Background: an optimization exercise with open tools, aiming at small area and a short achievable clock period. Do not read the settings as production practice. The RTL was checked by simulation tests, not by an equivalence proof against the original design. Power figures rest on the tool's default switching activity, not on a simulated workload.

==> design/flow/design.v <==
module rc4_memory_bank #(
  parameter int                          S_DEPTH        = 256,
  parameter int                          MSG_DEPTH      = 32,
  parameter int                          DATA_W         = 8,
  parameter logic [MSG_DEPTH*DATA_W-1:0] ENC_INIT_IMAGE =
    256'hc9dc233605081f6271444b5eadb0878a99ecf3c6d5d82f3201141b6e7d40575a
) (
  input  logic              clk,
  input  logic              rst,
  input  logic [7:0]        s_address,
  input  logic [DATA_W-1:0] s_data,
  input  logic              s_wren,
  output logic [DATA_W-1:0] s_q,
  input  logic [7:0]        enc_address,
  output logic [DATA_W-1:0] enc_q,
  input  logic [7:0]        dec_address,
  input  logic [DATA_W-1:0] dec_data,
  input  logic              dec_wren,
  output logic [DATA_W-1:0] dec_q
);
  localparam int S_AW   = $clog2(S_DEPTH);
  localparam int MSG_AW = $clog2(MSG_DEPTH);
  localparam int S_LW   = S_AW / 2;
  localparam int S_HW   = S_AW - S_LW;
  localparam int M_LW   = MSG_AW / 2;
  localparam int M_HW   = MSG_AW - M_LW;
  logic [S_AW-1:0] s_a;
  assign s_a = s_address[S_AW-1:0];
  logic [(1<<S_LW)-1:0] s_lo, s_lo_w;
  logic [(1<<S_HW)-1:0] s_hi;
  logic                 s_we;
  assign s_we = rst & s_wren;
  always_comb begin
    for (int l = 0; l < (1<<S_LW); l++) begin
      s_lo[l]   = (s_a[S_LW-1:0] == l[S_LW-1:0]);
      s_lo_w[l] = s_lo[l] & s_we;
    end
    for (int h = 0; h < (1<<S_HW); h++)
      s_hi[h] = (s_a[S_AW-1:S_LW] == h[S_HW-1:0]);
  end
  logic [DATA_W-1:0]  s_mem [S_DEPTH];
  logic [S_DEPTH-1:0] s_rsel_n;
  logic [DATA_W-1:0]  s_rd;
  always_ff @(posedge clk) begin
    for (int w = 0; w < S_DEPTH; w++)
      if (s_hi[w >> S_LW] & s_lo_w[w % (1<<S_LW)])
        s_mem[w] <= s_data;
  end
  always_comb
    for (int w = 0; w < S_DEPTH; w++)
      s_rsel_n[w] = ~(s_hi[w >> S_LW] & s_lo[w % (1<<S_LW)]);
  logic [S_DEPTH*DATA_W-1:0] s_words;
  for (genvar w = 0; w < S_DEPTH; w++) begin : g_s_words
    assign s_words[w*DATA_W +: DATA_W] = s_mem[w];
  end
  rc4mb_rdmux #(.N(S_DEPTH), .W(DATA_W)) u_s_rdmux (
    .sel_n(s_rsel_n), .words(s_words), .q(s_rd)
  );
  always_ff @(posedge clk or negedge rst) begin
    if (!rst) s_q <= '0;
    else      s_q <= s_wren ? s_data : s_rd;
  end
  logic [MSG_AW-1:0] d_a;
  assign d_a = dec_address[MSG_AW-1:0];
  logic [(1<<M_LW)-1:0] d_lo, d_lo_w;
  logic [(1<<M_HW)-1:0] d_hi;
  logic                 d_we;
  assign d_we = rst & dec_wren;
  always_comb begin
    for (int l = 0; l < (1<<M_LW); l++) begin
      d_lo[l]   = (d_a[M_LW-1:0] == l[M_LW-1:0]);
      d_lo_w[l] = d_lo[l] & d_we;
    end
    for (int h = 0; h < (1<<M_HW); h++)
      d_hi[h] = (d_a[MSG_AW-1:M_LW] == h[M_HW-1:0]);
  end
  logic [DATA_W-1:0]    dec_mem [MSG_DEPTH];
  logic [MSG_DEPTH-1:0] d_rsel_n;
  logic [DATA_W-1:0]    d_rd;
  always_ff @(posedge clk) begin
    for (int w = 0; w < MSG_DEPTH; w++)
      if (d_hi[w >> M_LW] & d_lo_w[w % (1<<M_LW)])
        dec_mem[w] <= dec_data;
  end
  always_comb
    for (int w = 0; w < MSG_DEPTH; w++)
      d_rsel_n[w] = ~(d_hi[w >> M_LW] & d_lo[w % (1<<M_LW)]);
  logic [MSG_DEPTH*DATA_W-1:0] d_words;
  for (genvar w = 0; w < MSG_DEPTH; w++) begin : g_d_words
    assign d_words[w*DATA_W +: DATA_W] = dec_mem[w];
  end
  rc4mb_rdmux #(.N(MSG_DEPTH), .W(DATA_W)) u_d_rdmux (
    .sel_n(d_rsel_n), .words(d_words), .q(d_rd)
  );
  always_ff @(posedge clk or negedge rst) begin
    if (!rst) dec_q <= '0;
    else      dec_q <= dec_wren ? dec_data : d_rd;
  end
  logic [MSG_DEPTH*DATA_W-1:0] enc_rom;
  assign enc_rom = ENC_INIT_IMAGE;
  always_ff @(posedge clk or negedge rst) begin
    if (!rst) enc_q <= '0;
    else      enc_q <= enc_rom[enc_address[MSG_AW-1:0]*DATA_W +: DATA_W];
  end
  logic unused_addr_bits;
  assign unused_addr_bits = ^{enc_address[7:MSG_AW], dec_address[7:MSG_AW]};
endmodule
module rc4mb_rdmux #(
  parameter int N = 256,
  parameter int W = 8
) (
  input  logic [N-1:0]   sel_n,
  input  logic [N*W-1:0] words,
  output logic [W-1:0]   q
);
  localparam int N1 = N / 2;                  
  localparam int N2 = N1 / 2;                 
  localparam int N3 = N2 / 4;                 
  localparam int N4 = N3 / 2;                 
  localparam int N5 = N4 >= 4 ? N4 / 4 : 1;   
  logic [N1*W-1:0] t1_n;
  logic [N2*W-1:0] t2;
  logic [N3*W-1:0] t3_n;
  logic [N4*W-1:0] t4;
  logic [N5*W-1:0] t5_n;
  for (genvar g = 0; g < N1; g++) begin : g_t1
    for (genvar b = 0; b < W; b++) begin : g_b
      rc4mb_oai22 u_leaf (
        .a1(sel_n[2*g]),   .a2(words[(2*g)*W + b]),
        .b1(sel_n[2*g+1]), .b2(words[(2*g+1)*W + b]),
        .y(t1_n[g*W + b])
      );
    end
  end
  for (genvar g = 0; g < N2; g++) begin : g_t2
    rc4mb_nor #(.N(2), .W(W)) u_nor (.a(t1_n[2*g*W +: 2*W]), .y(t2[g*W +: W]));
  end
  for (genvar g = 0; g < N3; g++) begin : g_t3
    rc4mb_nand #(.N(4), .W(W)) u_nand (.a(t2[4*g*W +: 4*W]), .y(t3_n[g*W +: W]));
  end
  for (genvar g = 0; g < N4; g++) begin : g_t4
    rc4mb_nor #(.N(2), .W(W)) u_nor (.a(t3_n[2*g*W +: 2*W]), .y(t4[g*W +: W]));
  end
  if (N4 >= 4) begin : g_t5
    for (genvar g = 0; g < N5; g++) begin : g_g
      rc4mb_nand #(.N(4), .W(W)) u_nand (.a(t4[4*g*W +: 4*W]), .y(t5_n[g*W +: W]));
    end
  end else begin : g_t5
    always_comb begin
      t5_n = '1;
      for (int i = 0; i < N4; i++) t5_n = t5_n & t4[i*W +: W];
      t5_n = ~t5_n;
    end
  end
  always_comb begin
    q = '0;
    for (int i = 0; i < N5; i++) q = q | t5_n[i*W +: W];
    q = ~q;
  end
endmodule
module rc4mb_oai22 (
  input  logic a1,
  input  logic a2,
  input  logic b1,
  input  logic b2,
  output logic y
);
  assign y = ~((a1 | a2) & (b1 | b2));
endmodule
module rc4mb_nand #(
  parameter int N = 4,
  parameter int W = 8
) (
  input  logic [N*W-1:0] a,
  output logic [W-1:0]   y
);
  always_comb begin
    y = '1;
    for (int i = 0; i < N; i++) y = y & a[i*W +: W];
    y = ~y;
  end
endmodule
module rc4mb_nor #(
  parameter int N = 4,
  parameter int W = 8
) (
  input  logic [N*W-1:0] a,
  output logic [W-1:0]   y
);
  always_comb begin
    y = '0;
    for (int i = 0; i < N; i++) y = y | a[i*W +: W];
    y = ~y;
  end
endmodule
==> design/flow/run.sh <==
#!/bin/bash
# synth_recipe.tcl (not shown) runs the flow's synth.tcl, then flattens the netlist and writes it again
# the make line also repeats each setting of config.mk as NAME=value (left out here)
make -C /OpenROAD-flow-scripts/flow DESIGN_CONFIG=/design/flow/config.mk WORK_HOME=/design/flow/orfs CLKGATE_MAP_FILE= SYNTH_SCRIPT=/design/flow/synth_recipe.tcl finish
==> design/flow/config.mk <==
export PLATFORM = sky130hd
export DESIGN_NAME = rc4_memory_bank
export DESIGN_NICKNAME = rc4_memory_bank
export VERILOG_FILES = /design/flow/design.v
export SDC_FILE = /design/flow/constraint.sdc
export NUM_CORES = 4
export LEC_CHECK = 0
export CAP_MARGIN = 20
export CORE_MARGIN = 2
export CORE_UTILIZATION = 40
export SETUP_SLACK_MARGIN = 3.2
export SLEW_MARGIN = 20
export SYNTH_HIERARCHICAL = 1
export SYNTH_MINIMUM_KEEP_SIZE = 0
==> design/flow/constraint.sdc <==
create_clock -name core_clock -period 6.0 [get_ports {clk}]
set_input_delay 1.2000 -clock core_clock [delete_from_list [all_inputs] [get_ports {clk}]]
set_output_delay 1.2000 -clock core_clock [all_outputs]
set_load 0.01 [all_outputs]
==> summary.md, run 1 <==
| Metric | Value |
|---|---|
| Outcome | `finished clean` |
| Sequential element share of the synthesized area | `0.828` |
| LEAKAGE | `31.3 nW` |
| WP data arrival | `3.45 ns` |
| WL final | `238000 um` |
| Final setup violating endpoints | `0` |
| Ports | `68` |
| Hold WS | `0.564 ns` |
| Synthesis Warnings | `13` |
| Slowest stage cell, crit path | `clkdlybuf4s50_1` |
| WL per Instance | `~28 um` |
| FF/Latch Area | `69800 um^2` |
| Initial Utilization | `0.402` |
| CTS tree | `built` |
| Worst-path fanout max | `12` |
| DR vias | `50.3k` |
| Synth Instances | `between 5k and 6k` |
| H-tree levels | `4` |
| Die area | `around 210000 um^2` |
| CTS root buf | `clkbuf_16` |
| Power Density | `322 nW/um^2` |
| Clk buf depth | `3` |
| Max_slew headroom | `0.260` |
| Layout cells sized above 1 | `0.231` |
| Clk slew on worst S/H paths | `0.06 ns` |
| Final Hold Fails | `0` |
| Clock tree sinks | `2328` |
| Drt drc | `0` |
| HP Class | `in2async` |
| Critical Path, Cell by Cell | `clkdlybuf4s50_1, nand3_1, nor2_2` |
| Initial antenna violation count | `10` |
| Actual slew at the worst max-slew pin | `1.11 ns` |
| Vias per cell | `5.90` |
| Area Growth Syn to Fin | `20.5%` |
| Num CTS Buffers | `222` |
| RSZ-0062 raised after global routing | `yes` |
| Die Ht | `463 um` |
| Fin Setup TNS | `0 ns` |
| Buf+Inv Stages, Crit Path | `1` |
| Worst-Skew Late Latency | `roughly 0.86 ns` |
| Post-CTS Hold Buffers | `0` |
| DR pass1 iterations | `5` |
| Yosys top cell by area | `edfxtp_1` |
| Rows | `168` |
| IO buf count | `61` |
| Syn nets | `5178` |
| Syn_area_per_cell | `around 16 um^2` |
| Largest net degree at the start of global routing | `between 150 and 200` |
| Setup Skew | `0.0753 ns` |
| Fillers | `17.3k` |
| Crit end category | `flip-flop` |
| Slowest stage delay, CP | `0.84 ns` |
| Die X | `463 um` |
| Synth top area share | `0.821` |
| Critical Path RT | `6.49 ns` |
| Synthesized cell area | `84300 um^2` |
| Global-route wire length before repair | `331000 um` |
| Slew Viols, Final | `0` |
| Kind of critical path | `in2reg` |
| Fmax | `338 MHz` |
| Area occupied by multi-input gates | `17900 um^2` |
| Total track usage | `0.210` |
| HPWL after DPL | `139000 um` |
| Maxcap violations | `0` |
| CP Launch Type | `primary input` |
| Core ar. | `210000 um^2` |
| Routed Antenna Nets | `0` |
| Routability cong. | `between 0.8 and 0.9` |
| Fin crit share | `0.493` |
| Grt total ovfl | `0` |
| #FFs+latches synth | `2328` |
| Vias in the first global route | `~48k` |
| Top delay family on crit path | `simple AND/OR/NAND/NOR gates` |
| Drt initial violations | `5866` |
| Max VDD drop | `between 300 and 400 uV` |
| Minimum clock period | `2.96 ns` |
| # nets final | `roughly 5.6k` |
| Distinct cells, synth | `48` |
| Dominant cells by area after synthesis | `edfxtp_1, o22ai_1, nor2_1` |
[timing repair]
item | 4_1_cts | 5_1_grt
gates cloned | 1 | 10
setup buffers | 57 | 48
hold endpoints to repair | 0 | 0
pin swaps | 53 | 137
resized for setup | 654 | 470
setup endpoints to repair | 2284 | 1536
[modules after synthesis (local to each module, per instance), excerpt]
module           copies in the design  flops+latches
rc4_memory_bank                     1           2328
rc4mb_oai22                      1152              0
[state kept, by name, summed over array words and instances, names as in the netlist]
signal   flops
s_q          8
enc_q        8
dec_mem    256
s_mem     2048
dec_q        8
[worst reg2reg max path, cell delays in order, from the launching register on]
cell,delay [ns]
edfxtp_1,0.34
o22ai_1,0.13
nor2_2,0.19
nand4_1,0.36
nor2_4,0.30
nand4_1,0.13
nor2_1,0.12
mux2_2,0.16
[Yosys cell counts (all sizes together)]
cell	number
a2111o	1
a21o	1
a21oi	1
a2bb2oi	1
a311oi	1
a41oi	1
and2	2
and2b	4
and3	1
and3b	2
and4	1
and4b	2
and4bb	1
buf	50
clkbuf	32
dfrtp	24
edfxtp	2304
ha	7
inv	4
maj3	1
mux2	18
mux2i	3
nand2	317
nand2b	12
nand3	15
nand3b	2
nand4	161
nor2	973
nor2b	4
nor3	13
nor3b	3
nor4	2
o211ai	2
o21ai	1
o22ai	1154
or2	1
or3	1
or3b	3
xor2	1
[routing by layer]
metal,GRT usage,vias up,routed length [um]
li1,-,21574,-
met1,0.280,25703,93000
met2,0.338,2468,112000
met3,0.0410,497,21500
met4,0.0853,10,10900
met5,0,-,71
[report_power, final]
group	switching [mW]	internal [mW]
sequential	0.0285	17.9
clock	6.00	7.75
combinational	0.771	0.260
total	6.80	25.9
[final timing paths]
kind                                          start                       end  slack, ns  cells after the start
min reg2reg                dec_mem[21][0]$_DFFE_PP_        dec_q[0]$_DFF_PN0_       0.90                      5
min in group core_clock                   s_data[2]    s_mem[65][2]$_DFFE_PP_       0.79                      1
max                                        dec_wren  dec_mem[13][1]$_DFFE_PP_       3.04                      3
max in group asynchronous                       rst          s_q[7]$_DFF_PN0_       5.02                      2
min                                             rst          s_q[5]$_DFF_PN0_       0.56                      2
max reg2reg                 s_mem[230][3]$_DFFE_PP_          s_q[3]$_DFF_PN0_       4.15                      7
[through the flow]
stage	std cells	instance area, um^2	setup slack, ns	total power [mW]	utilization
after global placement	7995	89100	0.940	19.1	0.425
after CTS	8460	99000	2.86	32.8	0.472
after global routing	8520	102000	3.01	33.6	0.485
final	8522	102000	3.04	32.7	0.485
after floorplan	5127	84600	3.07	18.5	-
after detailed placement	7995	89100	0.885	19.1	0.425
[logic make-up (layout without fill, tap and decap cells)]
logic type	Yosys count	count (layout)	synth area share
other cells	0	3	0
buf+inv	86	673	0.00483
compound gates	1163	1163	0.0865
simple gates	1520	1520	0.0764
fa+ha+maj	8	8	0.00116
flops	2328	2328	0.828
mux	21	21	0.00276
xor+xnor	1	1	0.000104
[cells in the final DEF, fill, tap and decap left out, types with 47 or more instances in the layout]
cell	instances
nand2_4	75
o22ai_1	1071
nor2_2	270
edfxtp_1	2304
buf_12	58
nand2_1	80
clkbuf_16	233
buf_4	110
nor2_4	124
nand4_1	161
nand2_2	126
o22ai_2	80
clkinv_2	47
clkinv_1	52
nor2_1	579
[area by class of cell]
cell class	instances	share of cell area
tap	2805	0.0346
multi-input combinational	2713	0.176
clock inverter	138	0.0134
sequential	2328	0.687
antenna	3	0.0000739
timing repair buffer	262	0.0313
clock buffer	269	0.0569
inverter	4	0.000148
==> inputs of run 2 (changes only) <==
--- a/design/flow/config.mk
+++ b/design/flow/config.mk
@@ -8,7 +8,7 @@
 export CAP_MARGIN = 20
 export CORE_MARGIN = 2
 export CORE_UTILIZATION = 40
-export SETUP_SLACK_MARGIN = 3.2
+export SETUP_SLACK_MARGIN = 3.6
 export SLEW_MARGIN = 20
 export SYNTH_HIERARCHICAL = 1
 export SYNTH_MINIMUM_KEEP_SIZE = 0
==> run 2 against run 1 <==
Still clean on timing, DRC and antenna. Final cell count is 0.42% higher. Combinational power is 5% higher. Worst hold slack worse by 0.33 ns.
==> summary.md, run 2 <==
| Metric | Value |
|---|---|
| HP Class | `in2async` |
| Fin crit share | `0.464 (-0.0288)` |
| DR pass1 iterations | `5 (unchanged)` |
| WL per Instance | `27.5 um (-1.3%)` |
| Kind of critical path | `in2reg` |
| Core ar. | `210000 um^2 (unchanged)` |
| Layout cells sized above 1 | `0.254 (+0.0229)` |
| Reg power frac | `0.551 (+0.003)` |
| Fillers | `17.1k (-1.1%)` |
| H-tree levels | `4 (unchanged)` |
| Max VDD drop | `314 uV (+4.5%)` |
| Fmax | `359 MHz (+6.2%)` |
| Die Ht | `463 um (unchanged)` |
| HPWL after DPL | `135000 um (-2.5%)` |
| Ports | `68 (unchanged)` |
| Actual slew at the worst max-slew pin | `1.14 ns (+0.0335 ns)` |
| Initial Utilization | `0.402 (unchanged)` |
| Ys async rst share | `0.0103 (unchanged)` |
| Largest net degree at the start of global routing | `159 (-14%)` |
| Drt initial violations | `5581 (-4.9%)` |
| Maxcap violations | `0 (unchanged)` |
| Final Hold Fails | `0 (unchanged)` |
| CTS root buf | `clkbuf_16` |
| Psw | `6.88 mW (+1.2%)` |
| #FFs+latches synth | `2328 (unchanged)` |
| Largest registers | `s_mem: 2048 flops, dec_mem: 256 flops` |
| Max reg flops | `2048 (unchanged)` |
| Area Growth Syn to Fin | `23.1%` |
| Internal power | `25.7 mW (-0.99%)` |
| Area occupied by multi-input gates | `19600 um^2 (+9.3%)` |
| Post-synth EDFFs | `2304 (unchanged)` |
| Worst R2R End | `s_q[1]$_DFF_PN0_` |
| Total track usage | `0.213 (+0.00302)` |
| Minimum clock period | `2.78 ns (-0.173 ns)` |
| Vias in the first global route | `48.4k (+1.1%)` |
| Routed Antenna Nets | `0 (unchanged)` |
| WP data arrival | `3.60 ns (+0.15 ns)` |
| Top delay family on crit path | `simple AND/OR/NAND/NOR gates` |
| Synth top area share | `0.821 (unchanged)` |
| Max_slew headroom | `0.238 (-0.0223)` |
| Setup Skew | `0.0541 ns (-0.0212 ns)` |
| Met1 Usage GRT | `0.287 (+0.00684)` |
| Distinct cells, synth | `48 (unchanged)` |
| Commonest cells after routing, fill and taps aside | `edfxtp_1, o22ai_1, nor2_1` |
| Met3 usage | `0.0366 (-0.00444)` |
| FF/Latch Area | `69800 um^2 (about the same)` |
| WL final | `236000 um (-0.86%)` |
| Fin Setup TNS | `0 ns (unchanged)` |
| Slowest stage cell, crit path | `nor2_4` |
| Commonest non-fill, non-tap cell in the layout | `edfxtp_1` |
| Buf+Inv Stages, Crit Path | `4 (+3)` |
| Slew Viols, Final | `0 (unchanged)` |
| Worst-path fanout max | `8 (-4)` |
| Synthesized cell area | `84300 um^2 (unchanged)` |
| Synth Flop Type | `edfxtp_1` |
| Vias per cell | `5.82 (-1.4%)` |
| Hold WS | `0.235 ns (-0.329 ns)` |
| Critical Path RT | `6.81 ns (+0.32 ns)` |
| Synthesis Warnings | `13 (unchanged)` |
| Initial antenna violation count | `6 (-4)` |
| Syn nets | `5178 (unchanged)` |
| Most flops, register | `s_mem` |
| IO buf count | `61 (unchanged)` |
| Num CTS Buffers | `226 (+1.8%)` |
| Reg2reg path depth | `7 (unchanged)` |
| Worst reg2reg startpoint | `s_mem[206][1]$_DFFE_PP_` |
| Clock Power Share | `0.416 (-0.004)` |
| Clk slew on worst S/H paths | `0.06 ns (about the same)` |
| Routability cong. | `0.861 (-1.8%)` |
| Setup slack, reg-to-reg | `4.21 ns (+0.06 ns)` |
| Drt drc | `0 (unchanged)` |
| Post-synth top cells | `edfxtp_1, o22ai_1, nor2_1` |
| LEAKAGE | `31.5 nW (+0.82%)` |
| Power Density | `314 nW/um^2 (-2.6%)` |
| Clk buf depth | `3 (unchanged)` |
| Grt total ovfl | `0 (unchanged)` |
| Rows | `168 (unchanged)` |
| Dominant cells by area after synthesis | `edfxtp_1, o22ai_1, nor2_1` |
| Critical Path, Cell by Cell | `buf_6, nand2b_4, buf_4, nor2_4, buf_12, clkbuf_16, nand2_2, o22ai_1, nor2_1, nand4_1, nor2_4, nand4_1, nor2_1, mux2_4` |
| Worst-Skew Late Latency | `0.88 ns (+0.02 ns)` |
| Global-route wire length before repair | `335000 um (+1.3%)` |
| # nets final | `5610 (+0.50%)` |
| RSZ-0062 raised after global routing | `yes` |
| M2 GR Usage | `0.346 (+0.00801)` |
| Yosys top cell by area | `edfxtp_1` |
| CP Launch Type | `primary input` |
| Global routing's busiest layer | `met2` |
| Crit end category | `flip-flop` |
| Sequential element share of the synthesized area | `0.828 (unchanged)` |
| Clock tree sinks | `2328 (unchanged)` |
| Outcome | `finished clean` |
| Count leader, synth | `edfxtp_1` |
| Syn_area_per_cell | `16.4 um^2 (unchanged)` |
| DR vias | `49.8k (-0.96%)` |
| Combinational fraction of design power | `0.033 (+0.002)` |
| Final setup violating endpoints | `0 (unchanged)` |
| Die area | `214000 um^2 (unchanged)` |
| Synth Instances | `5127 (unchanged)` |
| Slowest stage delay, CP | `0.25 ns (-0.59 ns)` |
| CTS tree | `built` |
| Switching Fraction | `0.211 (+0.00357)` |
| Die X | `463 um (unchanged)` |
run 2: metal layers:
layer | part of all wire | routed length [um] | vias to the layer above
met5 | 0.00016 | 37 | -
met4 | 0.037 | 8680 | 4
met3 | 0.079 | 18600 | 387
met2 | 0.48 | 113000 | 2165
met1 | 0.40 | 95100 | 25518
li1 | - | - | 21697
run 2: what timing repair did:
item	CTS	global route
resized for setup	722	173
cloned	10	3
endpoints found under the hold margin	0	0
setup endpoints to repair	2336	165
hold buffers	0	0
buffers inserted	123	13
pin swaps	166	61
run 2: logic make-up after synthesis:
group | after synthesis | synth area share
buffers and inverters | 86 | 0.00483
AO/OA/AOI/OAI | 1163 | 0.0865
multiplexers | 21 | 0.00276
AND/OR/NAND/NOR | 1520 | 0.0764
XOR/XNOR | 1 | 0.000104
flip-flops | 2328 | 0.828
adder cells (fa/ha/maj) | 8 | 0.00116
run 2: per-stage QoR:
step / total power [mW] / instance area (um^2) / util / setup WS (ns) / instances
2_1_floorplan: 18.6 / 87800 / - / 3.08 / 5127
4_1_cts: 32.7 / 103000 / 0.490 / 3.25 / 8539
3_3_place_gp: 19.2 / 91600 / 0.437 / 0.895 / 7987
6_report: 32.6 / 104000 / 0.495 / 3.22 / 8558
3_5_place_dp: 19.2 / 91600 / 0.437 / 0.858 / 7987
5_1_grt: 33.4 / 104000 / 0.495 / 3.25 / 8558
run 2: area by class of cell:
class,count,share of cell area
well taps,2805,0.0338
repair buffers,285,0.0361
diodes,3,0.0000724
clock buffers,283,0.0570
flip-flops and latches,2328,0.673
clock inverters,136,0.0112
multi-input cells,2714,0.189
inverters,4,0.000145
run 2: how the worst max path moves through the flow:
| stage | start | slack, ns | end | cells after the start |
|---|---|---|---|---|
| floorplan | s_address[7] | 3.08 | s_q[0]$_DFF_PN0_ | 11 |
| global placement | s_address[5] | 0.90 | s_q[5]$_DFF_PN0_ | 11 |
| global route | s_address[1] | 3.25 | s_q[1]$_DFF_PN0_ | 13 |
| detailed placement | s_address[7] | 0.86 | s_q[5]$_DFF_PN0_ | 11 |
| CTS | s_q[7]$_DFF_PN0_ | 3.25 | s_q[7] | 1 |
| finish | s_address[1] | 3.22 | s_q[5]$_DFF_PN0_ | 14 |
run 2: worst register-to-register path: stages (launching register included):
cell and delay (ns):
edfxtp_1 0.33, o22ai_1 0.11, nor2_1 0.20, nand4_1 0.28, nor2_4 0.22, nand4_1 0.26
nor2_1 0.20, mux2_4 0.16
run 2: power groups by stage:
stage	sequential [mW]	combinational, mW	clock [mW]
after floorplan	18.3	0.321	0
after global placement	18.3	0.903	0
after detailed placement	18.3	0.918	0
after CTS	18.0	1.05	13.7
after global routing	17.9	1.12	14.3
final	18.0	1.08	13.5
run 2: modules after synthesis, one instance, submodules excluded, a selection:
module           flops+latches  area, um^2  cells inside  times used
rc4mb_oai22                  0        6.26             1        1152
rc4_memory_bank           2328       73600          3159           1
==> inputs of run 3 (changes only) <==
--- a/design/flow/config.mk
+++ b/design/flow/config.mk
@@ -8,7 +8,7 @@
 export CAP_MARGIN = 20
 export CORE_MARGIN = 2
 export CORE_UTILIZATION = 40
-export SETUP_SLACK_MARGIN = 3.6
+export SETUP_SLACK_MARGIN = 3.35
 export SLEW_MARGIN = 20
 export SYNTH_HIERARCHICAL = 1
 export SYNTH_MINIMUM_KEEP_SIZE = 0
==> run 3 against run 2 <==
Combinational power down 6%. Worst setup slack got worse by 0.27 ns. Sequential cell count is the same. Still clean. Final cell count is essentially flat. Maximum frequency is 8.8% lower. Sequential power is essentially flat. Register-to-register slack lost 0.40 ns. Wire length fell by 2.3%. Largest power group unchanged. Synthesized cell count is the same.
==> summary.md, run 3 <==
| Metric | Value |
|---|---|
| FF/Latch Area | `69800 um^2 (about the same)` |
| Syn nets | `5178 (unchanged)` |
| Worst-path fanout max | `8 (unchanged)` |
| Total track usage | `0.209 (-0.00411)` |
| Hold WS | `0.548 ns (+0.314 ns)` |
| Actual slew at the worst max-slew pin | `1.09 ns (-0.0513 ns)` |
| Ys async rst share | `0.0103 (unchanged)` |
| Fmax | `328 MHz (-8.8%)` |
| Synth Flop Type | `edfxtp_1` |
| Synth Instances | `5127 (unchanged)` |
| Max VDD drop | `320 uV (+2.0%)` |
| IO buf count | `61 (unchanged)` |
| CTS root buf | `clkbuf_16` |
| Num CTS Buffers | `223 (-1.3%)` |
| Global-route wire length before repair | `329000 um (-1.6%)` |
| Most flops, register | `s_mem` |
| Initial antenna violation count | `5 (-1)` |
| WL per Instance | `26.9 um (-2.3%)` |
| H-tree levels | `4 (unchanged)` |
| Placed cell count | `8012 (+0.31%)` |
| Outcome | `finished clean` |
| Largest net degree at the start of global routing | `149 (-6.3%)` |
| Slew Viols, Final | `0 (unchanged)` |
| Sequential element share of the synthesized area | `0.828 (unchanged)` |
| # nets final | `5622 (+0.21%)` |
| WP data arrival | `3.86 ns (+0.26 ns)` |
| Synth top area share | `0.821 (unchanged)` |
| Crit end category | `flip-flop` |
| Yosys top cell by area | `edfxtp_1` |
| Clk buf depth | `3 (unchanged)` |
| Power Density | `320 nW/um^2 (+2.0%)` |
| DR vias | `49.8k (-0.010%)` |
| Final Non-Filler Cells | `8557 (-0.012%)` |
| Minimum clock period | `3.05 ns (+0.268 ns)` |
| Critical Path RT | `6.81 ns (about the same)` |
| Largest registers | `s_mem: 2048 flops, dec_mem: 256 flops` |
| HP Class | `in2async` |
| Die X | `463 um (unchanged)` |
| Slowest stage cell, crit path | `nand4_1` |
| HPWL after DPL | `137000 um (+1.4%)` |
| Distinct cells, synth | `48 (unchanged)` |
| Max reg flops | `2048 (unchanged)` |
| Worst reg2reg startpoint | `s_mem[47][6]$_DFFE_PP_` |
| Grt total ovfl | `0 (unchanged)` |
| LEAKAGE | `31.0 nW (-1.6%)` |
| Routability cong. | `0.889 (+3.3%)` |
| Die area | `214000 um^2 (unchanged)` |
| Setup Skew | `0.0774 ns (+0.0233 ns)` |
| Drt drc | `0 (unchanged)` |
| Kind of critical path | `in2reg` |
| Post-synth EDFFs | `2304 (unchanged)` |
| Routed Antenna Nets | `0 (unchanged)` |
| Fin Setup TNS | `0 ns (unchanged)` |
| Max_slew headroom | `0.272 (+0.0342)` |
| Vias in the first global route | `47.9k (-1.1%)` |
| Drt initial violations | `5807 (+4.0%)` |
| Final Hold Fails | `0 (unchanged)` |
| RSZ-0062 raised after global routing | `yes` |
| Fin area | `102000 um^2 (-2.0%)` |
| Vias per cell | `5.82 (about the same)` |
| Synthesis Warnings | `13 (unchanged)` |
| Crit path launch | `s_address[1]` |
| Clock tree sinks | `2328 (unchanged)` |
| CP Launch Type | `primary input` |
| Initial Utilization | `0.402 (unchanged)` |
| Die Ht | `463 um (unchanged)` |
| Placed cell area | `90100 um^2 (-1.6%)` |
| Worst-Skew Late Latency | `0.87 ns (about the same)` |
| Slowest stage delay, CP | `0.54 ns (+0.29 ns)` |
| Count leader, synth | `edfxtp_1` |
| DR pass1 iterations | `6 (+1)` |
| Total power draw | `32.6 mW (about the same)` |
| Synthesized cell area | `84300 um^2 (unchanged)` |
| Area occupied by multi-input gates | `17900 um^2 (-8.7%)` |
| Post-synth top cells | `edfxtp_1, o22ai_1, nor2_1` |
| Rows | `168 (unchanged)` |
| Core ar. | `210000 um^2 (unchanged)` |
| WL final | `230000 um (-2.3%)` |
| Syn_area_per_cell | `16.4 um^2 (unchanged)` |
| Maxcap violations | `0 (unchanged)` |
| Fin crit share | `0.509 (+0.0446)` |
| Dominant cells by area after synthesis | `edfxtp_1, o22ai_1, nor2_1` |
| Clk slew on worst S/H paths | `0.06 ns (about the same)` |
| CTS tree | `built` |
| Layout cells sized above 1 | `0.226 (-0.0278)` |
| Commonest cells after routing, fill and taps aside | `edfxtp_1, o22ai_1, nor2_1` |
| Area Growth Syn to Fin | `20.6%` |
| Final setup violating endpoints | `0 (unchanged)` |
| Commonest non-fill, non-tap cell in the layout | `edfxtp_1` |
| #FFs+latches synth | `2328 (unchanged)` |
| Critical Path, Cell by Cell | `buf_12, buf_4, nand2b_4, nor3_4, buf_12, nand2_4, o22ai_1, nor2_1, nand4_1, nor2_4, nand4_1, nor2_1, mux2_2` |
| Fillers | `17.3k (+0.85%)` |
| Ports | `68 (unchanged)` |
==> run 3: cell counts after synthesis <==
No cell type changed its count.
==> run 3: routing by layer <==
layer / vias to the layer above / track usage / share of wire
met2: 2267 / 0.332 / 0.47
li1: 21670 / - / -
met1: 25456 / 0.291 / 0.41
met3: 369 / 0.0393 / 0.086
met5: - / 0 / 0.00027
met4: 4 / 0.0658 / 0.032
==> run 3: area by class of cell <==
class | instances | share of cell area
Multi-Input combinational cell | 2715 | 0.176
Clock buffer | 281 | 0.0579
Sequential cell | 2328 | 0.687
Inverter | 4 | 0.000148
Clock inverter | 122 | 0.0116
Antenna cell | 3 | 0.0000739
Tap cell | 2805 | 0.0345
Timing Repair Buffer | 299 | 0.0333
==> run 3: critical path: cells and delay by family <==
kind / cells / cell delay, ns
AOI/OAI and AO/OA: 1 / 0.09
muxes: 1 / 0.18
buffers and inverters: 3 / 0.44
and+or+nand+nor: 8 / 1.90
==> run 3: kinds of logic (layout without fill, tap and decap cells) <==
| group | after synthesis | in the layout | share of synthesized area |
|---|---|---|---|
| buffers and inverters | 86 | 706 | 0.00483 |
| other | 0 | 3 | 0 |
| xor gates and xnor gates | 1 | 1 | 0.000104 |
| adders and majority gates | 8 | 8 | 0.00116 |
| and+or+nand+nor | 1520 | 1522 | 0.0764 |
| muxes | 21 | 21 | 0.00276 |
| AOI/OAI and AO/OA | 1163 | 1163 | 0.0865 |
| DFF | 2328 | 2328 | 0.828 |
==> run 3: repair_timing <==
action / 4_1_cts / 5_1_grt
pin swaps: 122 / 67
hold buffers: 0 / 0
setup endpoints to repair: 2344 / 1175
gates resized for setup: 772 / 157
setup buffers: 116 / 17
cloned: 6 / 0
==> run 3: where the power goes <==
part | switching (mW) | leakage (nW) | internal [mW]
Clock | 6.00 | 3.43 | 7.59
Sequential | 0.0253 | 21.0 | 17.9
Combinational | 0.760 | 6.62 | 0.257
==> run 3: per-stage QoR <==
step	utilization	worst slack, ns
6_report	0.485	2.95
3_3_place_gp	0.430	0.757
4_1_cts	0.481	3.10
3_5_place_dp	0.430	0.728
2_1_floorplan	-	3.07
5_1_grt	0.485	3.10
==> run 3: path summary, 6_finish.rpt <==
path                                            to  slack, ns  cells past startpoint
hold reg to reg                 dec_q[0]$_DFF_PN0_       0.90                      5
setup / recovery                  s_q[6]$_DFF_PN0_       2.95                     13
max in group asynchronous         s_q[0]$_DFF_PN0_       5.13                      2
setup reg to reg                  s_q[6]$_DFF_PN0_       3.81                      7
min in group core_clock    s_mem[201][6]$_DFFE_PP_       0.77                      1
hold / removal                  dec_q[6]$_DFF_PN0_       0.55                      2
==> run 3: modules after synthesis (local to each module, per instance), a selection <==
module | times used | flops+latches | cells
rc4_memory_bank | 1 | 2328 | 3159
rc4mb_oai22 | 1152 | 0 | 1
==> inputs of run 4 (changes only) <==
--- a/design/flow/config.mk
+++ b/design/flow/config.mk
@@ -7,7 +7,8 @@
 export LEC_CHECK = 0
 export CAP_MARGIN = 20
 export CORE_MARGIN = 2
-export CORE_UTILIZATION = 40
+export CORE_UTILIZATION = 65
+export PLACE_DENSITY = 0.75
 export SETUP_SLACK_MARGIN = 3.35
 export SLEW_MARGIN = 20
 export SYNTH_HIERARCHICAL = 1
==> run 4 against run 3 <==
Still clean. Clock skew shrank 0.044 ns. Synthesized cell count stayed put. Non-clock buffer count fell by 30. Die area is 38% lower. Power shrank 0.75%. Clock-buffer cell count up 2. Sequential cell count is the same. Worst setup slack better by 0.095 ns. Sequential share of layout area is 1.3 points higher. Register-to-register slack better by 0.15 ns. Clock power hardly changed. Largest cell class unchanged. Highest routed layer is now met4.
==> summary.md, run 4 <==
| Metric | Value |
|---|---|
| Fin Setup TNS | `0 ns (unchanged)` |
| Power Density | `324 nW/um^2 (+1.1%)` |
| H-tree levels | `4 (unchanged)` |
| Synthesis Warnings | `13 (unchanged)` |
| Final Hold Fails | `0 (unchanged)` |
| #FFs+latches synth | `2328 (unchanged)` |
| Dominant cells by area after synthesis | `edfxtp_1, o22ai_1, nor2_1` |
| Actual slew at the worst max-slew pin | `1.08 ns (-0.0141 ns)` |
| Layout cells sized above 1 | `0.220 (-0.00618)` |
| Fin crit share | `0.493 (-0.0158)` |
| WP data arrival | `3.67 ns (-0.19 ns)` |
| DR pass1 iterations | `8 (+2)` |
| Sequential element share of the synthesized area | `0.828 (unchanged)` |
| # nets final | `5584 (-0.68%)` |
| Die Ht | `364 um (-21%)` |
| LEAKAGE | `30.7 nW (-1.1%)` |
| Synth top area share | `0.821 (unchanged)` |
| Core ar. | `129000 um^2 (-38%)` |
| DR vias | `51.5k (+3.6%)` |
| Synth Instances | `5127 (unchanged)` |
| Routed Antenna Nets | `0 (unchanged)` |
| RSZ-0062 raised after global routing | `yes` |
| Clock tree sinks | `2328 (unchanged)` |
| CP Launch Type | `primary input` |
| WL per Instance | `30.6 um (+14%)` |
| Largest registers | `s_mem: 2048 flops, dec_mem: 256 flops` |
| Commonest cells after routing, fill and taps aside | `edfxtp_1, o22ai_1, nor2_1` |
| Routability cong. | `0.993 (+12%)` |
| Max_slew headroom | `0.281 (+0.00940)` |
| M1 WL | `80100 um (-15%)` |
| Max VDD drop | `325 uV (+1.5%)` |
| Die area | `133000 um^2 (-38%)` |
| Distinct cells, synth | `48 (unchanged)` |
| Critical Path RT | `6.71 ns (-0.10 ns)` |
| CTS tree | `built` |
| Num CTS Buffers | `216 (-3.1%)` |
| Rows | `132 (-21%)` |
| Slowest stage cell, crit path | `mux2_4` |
| IO buf count | `61 (unchanged)` |
| Worst-path fanout max | `8 (unchanged)` |
| Initial Utilization | `0.652 (+0.250)` |
| Critical Path, Cell by Cell | `buf_6, buf_8, buf_8, nor4_4, buf_6, buf_12, buf_16, nand2_4, o22ai_1, nor2_1, nand4_1, nor2_4, nand4_1, nor2_1, mux2_4` |
| Vias per cell | `6.91 (+19%)` |
| Maxcap violations | `0 (unchanged)` |
| Global-route wire length before repair | `327000 um (-0.75%)` |
| WL final | `228000 um (-0.76%)` |
| Drt drc | `0 (unchanged)` |
| Syn_area_per_cell | `16.4 um^2 (unchanged)` |
| Ys async rst share | `0.0103 (unchanged)` |
| Die X | `364 um (-21%)` |
| Minimum clock period | `2.96 ns (-0.0949 ns)` |
| Slowest stage delay, CP | `0.33 ns (-0.21 ns)` |
| Buf+Inv Stages, Crit Path | `6 (+3)` |
| Final Non-Filler Cells | `7458 (-13%)` |
| Slew Viols, Final | `0 (unchanged)` |
| Fmax | `338 MHz (+3.2%)` |
| HP Class | `in2async` |
| Total track usage | `0.344 (+0.135)` |
| Final setup violating endpoints | `0 (unchanged)` |
| Kind of critical path | `in2reg` |
| Grt total ovfl | `0 (unchanged)` |
| Clk buf depth | `3 (unchanged)` |
| Post-synth top cells | `edfxtp_1, o22ai_1, nor2_1` |
| Setup Skew | `0.0335 ns (-0.0439 ns)` |
| Worst-Skew Late Latency | `0.84 ns (-0.03 ns)` |
| CTS root buf | `clkbuf_16` |
| Met3 wire length | `26900 um (+36%)` |
| Count leader, synth | `edfxtp_1` |
| Most flops, register | `s_mem` |
| Initial antenna violation count | `3 (-2)` |
| Placed cell count | `6938 (-13%)` |
| Post-synth EDFFs | `2304 (unchanged)` |
| Post-CTS Hold Buffers | `0 (unchanged)` |
| Area Growth Syn to Fin | `18.4%` |
| Top delay family on crit path | `simple AND/OR/NAND/NOR gates` |
| Vias in the first global route | `49.4k (+3.2%)` |
| Max reg flops | `2048 (unchanged)` |
| Synthesized cell area | `84300 um^2 (unchanged)` |
| Syn nets | `5178 (unchanged)` |
| Outcome | `finished clean` |
| Crit end category | `flip-flop` |
| Hold WS | `0.739 ns (+0.191 ns)` |
| Yosys top cell by area | `edfxtp_1` |
| Commonest non-fill, non-tap cell in the layout | `edfxtp_1` |
| Synth Flop Type | `edfxtp_1` |
| Met2 wire length | `107000 um (-0.98%)` |
| Largest net degree at the start of global routing | `147 (-1.3%)` |
| Ports | `68 (unchanged)` |
| Drt initial violations | `7548 (+30%)` |
| Top routing layer in use | `met4` |
| HPWL after DPL | `130000 um (-5.0%)` |
| Clk slew on worst S/H paths | `0.06 ns (about the same)` |
## run 4: cell counts after synthesis
Identical to the previous run, type by type.
## run 4: final timing paths
| path | start | endpoint | slack (ns) | depth (start not counted) |
|---|---|---|---|---|
| hold / removal | rst | s_q[4]$_DFF_PN0_ | 0.74 | 2 |
| max in group asynchronous | rst | s_q[1]$_DFF_PN0_ | 4.79 | 2 |
| setup / recovery | s_address[0] | s_q[4]$_DFF_PN0_ | 3.04 | 15 |
| setup reg to reg | s_mem[17][2]$_DFFE_PP_ | s_q[2]$_DFF_PN0_ | 3.96 | 7 |
| min in group core_clock | s_data[0] | s_mem[23][0]$_DFFE_PP_ | 0.79 | 1 |
| hold reg to reg | dec_mem[1][1]$_DFFE_PP_ | dec_q[1]$_DFF_PN0_ | 0.92 | 5 |
## run 4: cell type report
class	count	area, um^2
repair buffers	269	3100
flip-flops and latches	2328	69800
clock inverters	117	1050
diodes	1	2.50
well taps	1742	2180
multi-input cells	2714	17800
clock buffers	283	5830
inverters	4	15.0
fillers	6838	29400
## run 4: power by group
part           total (mW)  internal (mW)  switching (mW)
clock                13.4           7.56            5.81
sequential           17.9           17.9          0.0247
combinational       0.997          0.244           0.753
total                32.3           25.7            6.59
## run 4: logic make-up (layout without fill, tap and decap cells)
kind of cell,after synthesis,in the layout,share of synthesized area
flops,2328,2328,0.828
simple gates,1520,1521,0.0764
compound gates,1163,1163,0.0865
buf+inv,86,673,0.00483
mux,21,21,0.00276
fa+ha+maj,8,8,0.00116
xor+xnor,1,1,0.000104
other cells,0,1,0
## run 4: modules after synthesis (local to each module, per instance), a selection
module	times used	area (um^2)	flops+latches
rc4_memory_bank	1	73600	2328
rc4mb_oai22	1152	6.26	0
## run 4: repair_timing
item,in CTS,in global routing
hold endpoints to repair,0,0
endpoints found under the setup margin,2323,1215
cloned,7,0
setup buffers,104,8
pin swaps,140,52
resized for setup,732,163
## run 4: through the flow
step | worst slack (ns) | cell area, um^2 | utilization | power, mW
global placement | 1.00 | 88700 | 0.687 | 19.1
CTS | 3.12 | 99100 | 0.767 | 32.3
detailed placement | 0.978 | 88700 | 0.687 | 19.1
finish | 3.04 | 99800 | 0.773 | 32.3
floorplan | 3.07 | 85500 | - | 18.5
global route | 3.08 | 99800 | 0.773 | 33.0
## run 4: layer usage
| metal | up-vias | track usage |
|---|---|---|
| met5 | - | 0 |
| met4 | 0 | 0.184 |
| met3 | 684 | 0.0727 |
| met2 | 3664 | 0.537 |
| met1 | 25622 | 0.462 |
| li1 | 21572 | - |
==> inputs of run 5 (changes only) <==
--- a/design/flow/config.mk
+++ b/design/flow/config.mk
@@ -7,9 +7,9 @@
 export LEC_CHECK = 0
 export CAP_MARGIN = 20
 export CORE_MARGIN = 2
-export CORE_UTILIZATION = 65
-export PLACE_DENSITY = 0.75
-export SETUP_SLACK_MARGIN = 3.35
+export CORE_UTILIZATION = 40
+export SETUP_SLACK_MARGIN = 3.6
 export SLEW_MARGIN = 20
 export SYNTH_HIERARCHICAL = 1
 export SYNTH_MINIMUM_KEEP_SIZE = 0
+export TNS_END_PERCENT = 5
==> run 5 against run 4 <==
Worst hold slack got worse by 0.076 ns. Final cell count rose by 14%. Global-route usage fell by 13 points. Sequential share of layout area fell by 0.96 points. Via count fell by 3.3%. Maximum frequency rose by 2.3%. Combinational power barely moved. Wire length rose by 2.2%. Largest power group unchanged. Area after synthesis did not move. Still clean. Register-to-register slack barely moved. Clock power rose by 3%. Clock-buffer cell count fell by 10. Largest cell class unchanged.
==> summary.md, run 5 <==
| Metric | Value |
|---|---|
| Outcome | `finished clean` |
| Distinct cells, synth | `48 (unchanged)` |
| Worst-path fanout max | `8 (unchanged)` |
| Max_slew headroom | `0.270 (-0.0110)` |
| Worst Slack Setup Final | `3.11 ns (+0.0671 ns)` |
| Post-synth EDFFs | `2304 (unchanged)` |
| Critical Path RT | `6.79 ns (+0.08 ns)` |
| Largest net degree at the start of global routing | `152 (+3.4%)` |
| WL per Instance | `27.4 um (-11%)` |
| Fillers | `17.5k (+160%)` |
| Minimum clock period | `2.89 ns (-0.0671 ns)` |
| Slowest stage cell, crit path | `nor2_1` |
| H-tree levels | `4 (unchanged)` |
| Vias in the first global route | `48.0k (-2.9%)` |
| Max VDD drop | `371 uV (+14%)` |
| Setup Skew | `0.0603 ns (+0.0268 ns)` |
| #FFs+latches synth | `2328 (unchanged)` |
| Sequential element share of the synthesized area | `0.828 (unchanged)` |
| Syn nets | `5178 (unchanged)` |
| Synth top area share | `0.821 (unchanged)` |
| Global-route wire length before repair | `331000 um (+1.3%)` |
| Layout cells sized above 1 | `0.227 (+0.00710)` |
| Vias per cell | `5.85 (-15%)` |
| Total track usage | `0.210 (-0.133)` |
| CTS tree | `built` |
| Fin Setup TNS | `0 ns (unchanged)` |
| Area Growth Syn to Fin | `20.1%` |
| Rows | `168 (+27%)` |
| RSZ-0062 raised after global routing | `yes` |
| Top delay family on crit path | `simple AND/OR/NAND/NOR gates` |
| Clock tree sinks | `2328 (unchanged)` |
| # nets final | `5569 (-0.27%)` |
| Drt initial violations | `5899 (-22%)` |
| Syn_area_per_cell | `16.4 um^2 (unchanged)` |
| Core ar. | `210000 um^2 (+62%)` |
| Crit path launch | `s_address[2]` |
| Placement Setup Slack | `0.940 ns (-0.0380 ns)` |
| Final setup violating endpoints | `0 (unchanged)` |
| Worst reg2reg startpoint | `s_mem[76][3]$_DFFE_PP_` |
| CTS root buf | `clkbuf_16` |
| Total power draw | `32.8 mW (+1.4%)` |
| Kind of critical path | `in2reg` |
| Initial antenna violation count | `7 (+4)` |
| Num CTS Buffers | `221 (+2.3%)` |
| Post-Route Utilization | `0.483 (-0.290)` |
| Ports | `68 (unchanged)` |
| Worst-Skew Late Latency | `0.85 ns (about the same)` |
| Slew Viols, Final | `0 (unchanged)` |
| Power Density | `324 nW/um^2 (about the same)` |
| Final Hold Fails | `0 (unchanged)` |
| Routed Antenna Nets | `0 (unchanged)` |
| WL final | `233000 um (+2.2%)` |
| Dominant cells by area after synthesis | `edfxtp_1, o22ai_1, nor2_1` |
| Setup slack, reg-to-reg | `3.97 ns (about the same)` |
| Die X | `463 um (+27%)` |
| CP dominant cell by count | `nor2_1` |
| Buf+Inv Stages, Crit Path | `4 (-2)` |
| Grt total ovfl | `0 (unchanged)` |
| Routability cong. | `0.859 (-14%)` |
| Ys async rst share | `0.0103 (unchanged)` |
| Fin crit share | `0.482 (-0.0112)` |
| Initial Utilization | `0.402 (-0.250)` |
| Die area | `214000 um^2 (+62%)` |
| Max reg flops | `2048 (unchanged)` |
| DR pass1 iterations | `6 (-2)` |
| Critical Path, Cell by Cell | `buf_8, bufbuf_16, nand2b_4, nor2_4, buf_12, buf_4, nand2_2, o22ai_1, nor2_1, nand4_1, nor2_1, nand4_1, nor2_1, mux2_4` |
| Yosys top cell by area | `edfxtp_1` |
| Most flops, register | `s_mem` |
| Synth Instances | `5127 (unchanged)` |
| Actual slew at the worst max-slew pin | `1.09 ns (+0.0165 ns)` |
| DR vias | `49.8k (-3.3%)` |
| HP Class | `in2async` |
| Commonest cells after routing, fill and taps aside | `edfxtp_1, o22ai_1, nor2_1` |
| Synthesis Warnings | `13 (unchanged)` |
| CP Launch Type | `primary input` |
| IO buf count | `61 (unchanged)` |
| Slowest stage delay, CP | `0.35 ns (+0.02 ns)` |
| LEAKAGE | `30.9 nW (+0.80%)` |
| Count leader, synth | `edfxtp_1` |
| Synthesized cell area | `84300 um^2 (unchanged)` |
| Commonest non-fill, non-tap cell in the layout | `edfxtp_1` |
| Drt drc | `0 (unchanged)` |
| Clk buf depth | `3 (unchanged)` |
| Synth Flop Type | `edfxtp_1` |
| WP data arrival | `3.68 ns (about the same)` |
| Clk slew on worst S/H paths | `0.06 ns (about the same)` |
| Post-synth top cells | `edfxtp_1, o22ai_1, nor2_1` |
| HPWL after DPL | `138000 um (+5.9%)` |
| Die Ht | `463 um (+27%)` |
| Crit end category | `flip-flop` |
| Largest registers | `s_mem: 2048 flops, dec_mem: 256 flops` |
| Post-CTS Hold Buffers | `0 (unchanged)` |
| Fmax | `346 MHz (+2.3%)` |
| Maxcap violations | `0 (unchanged)` |
[run 5: changes by cell type in the layout (fill, tap and decap cells not counted), sizes merged, moves of 3 or more]
cell / change
bufinv: +3
bufbuf: +4
clkdlybuf4s15: +15
diode: +4
clkinvlp: +3
clkbuf: -10
clkinv: +17
buf: -37
[run 5: stage by stage]
step,cells,area (um^2),hold WS [ns]
after global routing,8514,101000,0.650
final,8518,101000,0.663
after global placement,7991,89200,0.909
after CTS,8489,100000,0.671
after detailed placement,7991,89200,0.902
after floorplan,5127,84800,0.754
[run 5: power breakdown]
group / leakage, nW / switching [mW] / internal, mW / total [mW]
Sequential: 21.0 / 0.0314 / 17.9 / 18.0
Combinational: 6.47 / 0.760 / 0.257 / 1.02
Clock: 3.50 / 5.99 / 7.81 / 13.8
[run 5: modules after synthesis (local to each module, per instance), excerpt]
| module | cell area, um^2 | times used |
|---|---|---|
| rc4_memory_bank | 73600 | 1 |
| rc4mb_oai22 | 6.26 | 1152 |
[run 5: cell type report]
class / count / area [um^2] / share of cell area
diodes: 5 / 12.5 / 0.000124
clock buffers: 273 / 5870 / 0.0580
clock inverters: 140 / 1300 / 0.0129
inverters: 4 / 15.0 / 0.000148
multi-input cells: 2713 / 17600 / 0.174
flip-flops and latches: 2328 / 69800 / 0.690
well taps: 2805 / 3510 / 0.0347
repair buffers: 250 / 3100 / 0.0306
[run 5: repair_timing]
item | CTS | global route
setup buffers | 79 | 22
pin swaps | 90 | 53
endpoints found under the setup margin | 2344 | 2009
resized for setup | 869 | 215
gates cloned | 6 | 1
[run 5: per-layer routing]
metal  up-vias  track usage  wire [um]
met5         -            0         38
met4         6       0.0743       8510
met3       436       0.0390      19600
met2      2335        0.338     111000
met1     25516        0.288      94500
li1      21550            -          -
[run 5: path summary, 6_finish.rpt]
kind                                      endpoint  cells past startpoint
max                               s_q[6]$_DFF_PN0_                     14
min                             enc_q[3]$_DFF_PN0_                      2
max reg2reg                       s_q[3]$_DFF_PN0_                      7
min reg2reg                     dec_q[0]$_DFF_PN0_                      5
max in group asynchronous         s_q[0]$_DFF_PN0_                      2
min in group core_clock    s_mem[246][2]$_DFFE_PP_                      1
[run 5: cells by family (layout without fill, tap and decap cells)]
logic type,Yosys count,after routing,share of synthesized area
XOR/XNOR,1,1,0.000104
buffers and inverters,86,667,0.00483
flip-flops,2328,2328,0.828
adder cells (fa/ha/maj),8,8,0.00116
multiplexers,21,21,0.00276
AND/OR/NAND/NOR,1520,1520,0.0764
AO/OA/AOI/OAI,1163,1163,0.0865
other,0,5,0
[run 5: worst reg2reg max path, stage by stage, from the launching register on]
cell	delay, ns
edfxtp_1	0.33
o22ai_1	0.10
nor2_1	0.24
nand4_1	0.31
nor2_4	0.31
nand4_1	0.30
nor2_2	0.22
mux2_4	0.17
==> inputs of run 6 (changes only) <==
--- a/design/flow/config.mk
+++ b/design/flow/config.mk
@@ -8,8 +8,8 @@
 export CAP_MARGIN = 20
 export CORE_MARGIN = 2
 export CORE_UTILIZATION = 40
+export CTS_BUF_LIST = sky130_fd_sc_hd__clkbuf_8
 export SETUP_SLACK_MARGIN = 3.6
 export SLEW_MARGIN = 20
 export SYNTH_HIERARCHICAL = 1
 export SYNTH_MINIMUM_KEEP_SIZE = 0
-export TNS_END_PERCENT = 5
==> run 6 against run 5 <==
Sequential share of layout area fell by 1.3 points. Worst setup slack improved by 0.016 ns. Synthesized cell count did not move. Final cell count grew 3.0%.
==> summary.md, run 6 <==
| Metric | Value |
|---|---|
| Vias in the first global route | `48.9k (+1.9%)` |
| IO buf count | `61 (unchanged)` |
| Final setup violating endpoints | `0 (unchanged)` |
| Commonest cells after routing, fill and taps aside | `edfxtp_1, o22ai_1, nor2_1` |
| CTS root buf | `clkbuf_8` |
| Ports | `68 (unchanged)` |
| Drt initial violations | `5462 (-7.4%)` |
| Top delay family on crit path | `flip-flops` |
| Drt drc | `0 (unchanged)` |
| Final Hold Fails | `0 (unchanged)` |
| Die Ht | `463 um (unchanged)` |
| Die X | `463 um (unchanged)` |
| Vias per cell | `5.75 (-1.8%)` |
| Layout cells sized above 1 | `0.274 (+0.0470)` |
| Met2 wire length | `112000 um (+1.4%)` |
| Buf+Inv Stages, Crit Path | `1 (-3)` |
| Synth top area share | `0.821 (unchanged)` |
| Die area | `214000 um^2 (unchanged)` |
| Met3 wire length | `19000 um (-2.9%)` |
| M1 WL | `95200 um (+0.77%)` |
| Most flops, register | `s_mem` |
| FF/Latch Area | `69800 um^2 (unchanged)` |
| Clk slew on worst S/H paths | `0.06 ns (about the same)` |
| Sequential element share of the synthesized area | `0.828 (unchanged)` |
| Fmax | `348 MHz (+0.56%)` |
| WL per Instance | `26.9 um (-1.9%)` |
| Post-synth EDFFs | `2304 (unchanged)` |
| Global-route wire length before repair | `333000 um (+0.70%)` |
| #FFs+latches synth | `2328 (unchanged)` |
| Routability cong. | `0.861 (+0.17%)` |
| Syn nets | `5178 (unchanged)` |
| LEAKAGE | `32.0 nW (+3.5%)` |
| Area occupied by multi-input gates | `19900 um^2 (+13%)` |
| CP Launch Type | `flip-flop` |
| Synth Flop Type | `edfxtp_1` |
| Max_slew headroom | `0.253 (-0.0170)` |
| HPWL after DPL | `135000 um (-1.9%)` |
| DR vias | `50.4k (+1.1%)` |
| Initial Utilization | `0.402 (unchanged)` |
| Clk buf depth | `4 (+1)` |
| Kind of critical path | `reg2out` |
| Count leader, synth | `edfxtp_1` |
| Core ar. | `210000 um^2 (unchanged)` |
| Maxcap violations | `0 (unchanged)` |
| Commonest non-fill, non-tap cell in the layout | `edfxtp_1` |
| Rows | `168 (unchanged)` |
| HP Class | `in2async` |
| Clock tree sinks | `2328 (unchanged)` |
| Worst-path fanout max | `1 (-7)` |
| Fin area | `103000 um^2 (+1.9%)` |
| Crit end category | `output port` |
| WL final | `236000 um (+1.1%)` |
| Synthesis Warnings | `13 (unchanged)` |
| Max VDD drop | `222 uV (-40%)` |
| CTS tree | `built` |
| Largest net degree at the start of global routing | `159 (+4.6%)` |
| Synth Instances | `5127 (unchanged)` |
| Initial antenna violation count | `8 (+1)` |
| Num CTS Buffers | `385 (+74%)` |
| Fin Setup TNS | `0 ns (unchanged)` |
| Grt total ovfl | `0 (unchanged)` |
| Power Density | `303 nW/um^2 (-6.3%)` |
| Distinct cells, synth | `48 (unchanged)` |
| Area Growth Syn to Fin | `22.4%` |
| Fin crit share | `0.479 (-0.00267)` |
| Dominant cells by area after synthesis | `edfxtp_1, o22ai_1, nor2_1` |
| Minimum clock period | `2.87 ns (-0.0160 ns)` |
| Setup slack, reg-to-reg | `4.15 ns (+0.18 ns)` |
| Outcome | `finished clean` |
| Routed Antenna Nets | `0 (unchanged)` |
| Syn_area_per_cell | `16.4 um^2 (unchanged)` |
| # nets final | `5743 (+3.1%)` |
| Critical Path RT | `4.80 ns (-1.99 ns)` |
| Actual slew at the worst max-slew pin | `1.12 ns (+0.0255 ns)` |
| WP data arrival | `1.67 ns (-2.01 ns)` |
| Total power draw | `31.3 mW (-4.5%)` |
| Max reg flops | `2048 (unchanged)` |
| Placed cell area | `91600 um^2 (+2.7%)` |
| Post-synth top cells | `edfxtp_1, o22ai_1, nor2_1` |
| Slowest stage cell, crit path | `dfrtp_2` |
| DR pass1 iterations | `5 (-1)` |
| Total track usage | `0.212 (+0.00151)` |
| Critical Path, Cell by Cell | `buf_6` |
| Top routing layer in use | `met5` |
| Ys async rst share | `0.0103 (unchanged)` |
| Setup Skew | `0.0959 ns (+0.0356 ns)` |
| Largest registers | `s_mem: 2048 flops, dec_mem: 256 flops` |
| Yosys top cell by area | `edfxtp_1` |
| Slew Viols, Final | `0 (unchanged)` |
| RSZ-0062 raised after global routing | `yes` |
| Fillers | `17.4k (-0.31%)` |
| H-tree levels | `5 (+1)` |
| Worst-Skew Late Latency | `1.06 ns (+0.21 ns)` |
| Synthesized cell area | `84300 um^2 (unchanged)` |
| Slowest stage delay, CP | `0.47 ns (+0.12 ns)` |
==> run 6: cell counts after synthesis <==
No cell type changed its count.
==> run 6: final timing paths <==
| path | startpoint | end | cells past startpoint |
|---|---|---|---|
| max | s_q[7]$_DFF_PN0_ | s_q[7] | 1 |
| min | rst | s_q[7]$_DFF_PN0_ | 1 |
| max reg2reg | s_mem[246][1]$_DFFE_PP_ | s_q[1]$_DFF_PN0_ | 7 |
| min reg2reg | dec_mem[29][3]$_DFFE_PP_ | dec_q[3]$_DFF_PN0_ | 5 |
| max in group asynchronous | rst | dec_q[7]$_DFF_PN0_ | 2 |
| min in group core_clock | s_data[6] | s_mem[8][6]$_DFFE_PP_ | 1 |
==> run 6: kinds of logic (layout without fill, tap and decap cells) <==
group                    count (synthesis)  after routing  share of synthesized area
XOR/XNOR                                 1              1                   0.000104
AND/OR/NAND/NOR                       1520           1521                     0.0764
flip-flops                            2328           2328                      0.828
buffers and inverters                   86            920                    0.00483
multiplexers                            21             21                    0.00276
AO/OA/AOI/OAI                         1163           1163                     0.0865
adder cells (fa/ha/maj)                  8              8                    0.00116
other                                    0              8                          0
==> run 6: cell type report <==
type,count,share of cell area
well taps,2805,0.0340
clock inverters,262,0.0115
inverters,4,0.000146
multi-input cells,2714,0.193
clock buffers,395,0.0527
flip-flops and latches,2328,0.677
repair buffers,259,0.0315
diodes,8,0.000194
==> run 6: per-module statistics from Yosys, one instance, submodules excluded, a selection <==
module           cells  flops+latches
rc4mb_oai22          1              0
rc4_memory_bank   3159           2328
==> run 6: per-layer routing <==
layer,track usage,vias to the layer above
li1,-,21978
met1,0.284,25624
met2,0.342,2349
met3,0.0383,460
met4,0.0878,2
met5,0,-
==> run 6: stage by stage <==
stage,utilization,worst slack (ns),hold slack [ns],instances
6_report,0.492,3.13,0.102,8775
5_1_grt,0.492,3.07,0.0540,8774
4_1_cts,0.482,3.02,0.0237,8735
3_5_place_dp,0.437,0.858,0.921,7987
3_3_place_gp,0.437,0.895,0.895,7987
2_1_floorplan,-,3.08,0.753,5127
==> run 6: what timing repair did <==
item,4_1_cts,5_1_grt
resized for setup,599,368
setup endpoints to repair,2115,229
gates cloned,6,4
pin swaps,107,130
endpoints found under the hold margin,0,0
hold buffers,0,0
buffers inserted,85,28
==> run 6: where the power goes <==
part | leakage (nW) | total (mW) | internal, mW | switching (mW)
combinational | 7.20 | 1.06 | 0.273 | 0.791
clock | 3.86 | 12.3 | 6.23 | 6.03
sequential | 21.0 | 18.0 | 17.9 | 0.0309
==> inputs of run 7 (changes only) <==
--- a/design/flow/config.mk
+++ b/design/flow/config.mk
@@ -8,7 +8,8 @@
 export CAP_MARGIN = 20
 export CORE_MARGIN = 2
 export CORE_UTILIZATION = 40
-export CTS_BUF_LIST = sky130_fd_sc_hd__clkbuf_8
+export CTS_CLUSTER_DIAMETER = 80
+export CTS_CLUSTER_SIZE = 30
 export SETUP_SLACK_MARGIN = 3.6
 export SLEW_MARGIN = 20
 export SYNTH_HIERARCHICAL = 1
==> run 7 against run 6 <==
Still clean on timing, DRC and antenna. Worst setup slack improved by 0.097 ns. Power shrank 10%. Critical path depth is 13 higher. Design area fell by 3.0%. Non-clock buffer count rose by 23. Final cell count down 5.1%. Critical path type is now in2reg.
==> summary.md, run 7 <==
| Metric | Value |
|---|---|
| Max VDD drop | `329 uV (+48%)` |
| Crit end category | `flip-flop` |
| Maxcap violations | `0 (unchanged)` |
| Syn nets | `5178 (unchanged)` |
| Drt initial violations | `5431 (-0.57%)` |
| Final Hold Fails | `0 (unchanged)` |
| Met3 usage | `0.0310 (-0.00728)` |
| Max reg flops | `2048 (unchanged)` |
| Max_slew headroom | `0.287 (+0.0335)` |
| Num CTS Buffers | `105 (-73%)` |
| CTS tree | `built` |
| Fin Setup TNS | `0 ns (unchanged)` |
| Fin crit share | `0.463 (-0.0161)` |
| Ys async rst share | `0.0103 (unchanged)` |
| Reg power frac | `0.639 (+0.065)` |
| Grt total ovfl | `0 (unchanged)` |
| Vias per cell | `5.85 (+1.8%)` |
| WP data arrival | `3.54 ns (+1.87 ns)` |
| Post-CTS Hold Buffers | `0 (unchanged)` |
| Largest registers | `s_mem: 2048 flops, dec_mem: 256 flops` |
| Clock tree sinks | `2328 (unchanged)` |
| Setup Skew | `0.0653 ns (-0.0306 ns)` |
| Outcome | `finished clean` |
| H-tree levels | `3 (-2)` |
| CP Launch Type | `primary input` |
| Vias in the first global route | `46.8k (-4.2%)` |
| Clk slew on worst S/H paths | `0.10 ns (+0.04 ns)` |
| Total track usage | `0.209 (-0.00278)` |
| Synth Flop Type | `edfxtp_1` |
| Routed Antenna Nets | `0 (unchanged)` |
| Rows | `168 (unchanged)` |
| Syn_area_per_cell | `16.4 um^2 (unchanged)` |
| # nets final | `5486 (-4.5%)` |
| Final setup violating endpoints | `0 (unchanged)` |
| Worst-path fanout max | `11 (+10)` |
| Dominant cells by area after synthesis | `edfxtp_1, o22ai_1, nor2_1` |
| Buf+Inv Stages, Crit Path | `4 (+3)` |
| Total power draw | `28.1 mW (-10%)` |
| Switching Fraction | `0.218 (-0.00127)` |
| Internal power | `22.0 mW (-10%)` |
| Die Ht | `463 um (unchanged)` |
| Count leader, synth | `edfxtp_1` |
| Routability cong. | `0.861 (unchanged)` |
| Sequential element share of the synthesized area | `0.828 (unchanged)` |
| Layout cells sized above 1 | `0.240 (-0.0339)` |
| Top delay family on crit path | `simple AND/OR/NAND/NOR gates` |
| Slew Viols, Final | `0 (unchanged)` |
| DR pass1 iterations | `5 (unchanged)` |
| Combinational fraction of design power | `0.038 (+0.004)` |
| Commonest non-fill, non-tap cell in the layout | `edfxtp_1` |
| Placed cell count | `7987 (unchanged)` |
| Die X | `463 um (unchanged)` |
| HPWL after DPL | `135000 um (unchanged)` |
| Critical Path, Cell by Cell | `buf_12, nand2b_4, buf_12, nor2_4, buf_12, buf_4, nand2_2, o22ai_1, nor2_1, nand4_1, nor2_4, nand4_1, nor2_1, mux2_2` |
| Global-route wire length before repair | `328000 um (-1.5%)` |
| Minimum clock period | `2.78 ns (-0.0965 ns)` |
| Synth Instances | `5127 (unchanged)` |
| Psw | `6.11 mW (-11%)` |
| Yosys top cell by area | `edfxtp_1` |
| Slowest stage delay, CP | `0.25 ns (-0.22 ns)` |
| Global routing's busiest layer | `met2` |
| M2 GR Usage | `0.343 (+0.00122)` |
| Met1 Usage GRT | `0.287 (+0.00329)` |
| CTS root buf | `clkbuf_16` |
| Area Growth Syn to Fin | `18.8%` |
| Synthesis Warnings | `13 (unchanged)` |
| Synthesized cell area | `84300 um^2 (unchanged)` |
| DR vias | `48.7k (-3.4%)` |
| Initial Utilization | `0.402 (unchanged)` |
| Worst-Skew Late Latency | `0.82 ns (-0.24 ns)` |
| Actual slew at the worst max-slew pin | `1.07 ns (-0.0502 ns)` |
run 7: cell counts after synthesis:
Identical to the previous run, type by type.
run 7: cell type report:
class,instances,area [um^2]
sequential,2328,69800
timing repair buffer,282,3560
inverter,4,15.0
multi-input combinational,2714,19500
tap,2805,3510
fill,17488,109000
clock inverter,74,990
antenna,5,12.5
clock buffer,115,2700
run 7: timing repair:
action                                  4_1_cts  5_1_grt
endpoints found under the setup margin     2344      158
hold endpoints to repair                      0        0
pin swaps                                   159       53
gates cloned                                 10        0
setup buffers                               124       12
gates resized for setup                     744      155
run 7: worst paths after layout:
kind	cells after the start	slack, ns	to	from
worst max-delay path	14	3.22	s_q[5]$_DFF_PN0_	s_address[0]
worst min-delay path	1	0.29	s_q[7]$_DFF_PN0_	rst
worst max register to register	7	4.18	s_q[5]$_DFF_PN0_	s_mem[36][5]$_DFFE_PP_
worst min register to register	5	0.95	dec_q[3]$_DFF_PN0_	dec_mem[29][3]$_DFFE_PP_
max in group asynchronous	2	5.12	enc_q[5]$_DFF_PN0_	rst
min in group core_clock	1	0.77	s_mem[8][6]$_DFFE_PP_	s_data[6]
run 7: metrics by stage:
step / hold slack (ns) / setup WS, ns / area, um^2
CTS: 0.288 / 3.29 / 99300
global route: 0.247 / 3.27 / 100000
finish: 0.289 / 3.22 / 100000
detailed placement: 0.921 / 0.858 / 91600
floorplan: 0.753 / 3.08 / 87800
global placement: 0.895 / 0.895 / 91600
run 7: layer usage:
metal / part of all wire / up-vias
met3: 0.074 / 351
met5: 0.00012 / -
met2: 0.48 / 1948
li1: - / 21311
met1: 0.41 / 25107
met4: 0.039 / 4
run 7: worst register-to-register path, stage by stage (launching register included):
cell	delay, ns
edfxtp_1	0.37
o22ai_2	0.11
nor2_2	0.17
nand4_1	0.25
nor2_4	0.28
nand4_1	0.26
nor2_1	0.17
mux2_2	0.16
run 7: power by group through the flow:
| stage | Sequential [mW] | Clock (mW) | Combinational [mW] |
|---|---|---|---|
| after global placement | 18.3 | 0 | 0.903 |
| after CTS | 17.9 | 9.22 | 1.04 |
| final | 17.9 | 9.08 | 1.06 |
| after global routing | 17.9 | 9.73 | 1.11 |
| after floorplan | 18.3 | 0 | 0.321 |
| after detailed placement | 18.3 | 0 | 0.918 |
run 7: kinds of logic after synthesis:
logic type | Yosys count | synth area share
AO/OA/AOI/OAI | 1163 | 0.0865
XOR/XNOR | 1 | 0.000104
adder cells (fa/ha/maj) | 8 | 0.00116
buffers and inverters | 86 | 0.00483
flip-flops | 2328 | 0.828
multiplexers | 21 | 0.00276
AND/OR/NAND/NOR | 1520 | 0.0764
run 7: modules after synthesis (local to each module, per instance), excerpt:
module	cells	copies in the design	cell area (um^2)	flip-flops and latches
rc4_memory_bank	3159	1	73600	2328
rc4mb_oai22	1	1152	6.26	0

port drivers added, routing unchanged:
The results above use ideal ports. As a check the final layouts listed here were re-extracted and re-timed, cells and wires unchanged. Step 1 sets driving cells, clkbuf_16 on the clock port and buf_2 on the other inputs (assumed; they add their load-dependent delay and slew). Step 2 also shifts input and output timing later by t, the mid clock arrival at the registers, as if the neighbouring blocks saw the same clock. Slacks: no drivers / after step 1 / after step 2; pairs: no drivers / after step 1.
run	shift t [ns]	setup slack, ns
run 1	0.905	3.043 / 3.035 / 2.130
run 2	0.933	3.215 / 3.143 / 2.209
run 3	0.921	2.948 / 2.865 / 1.944
run 4	0.900	3.042 / 3.009 / 2.109
run 5	0.921	3.109 / 3.037 / 2.116
run 6	1.097	3.125 / 3.043 / 2.246
run 7	0.873	3.222 / 3.104 / 2.232
After both steps setup and hold are still met in every run listed.
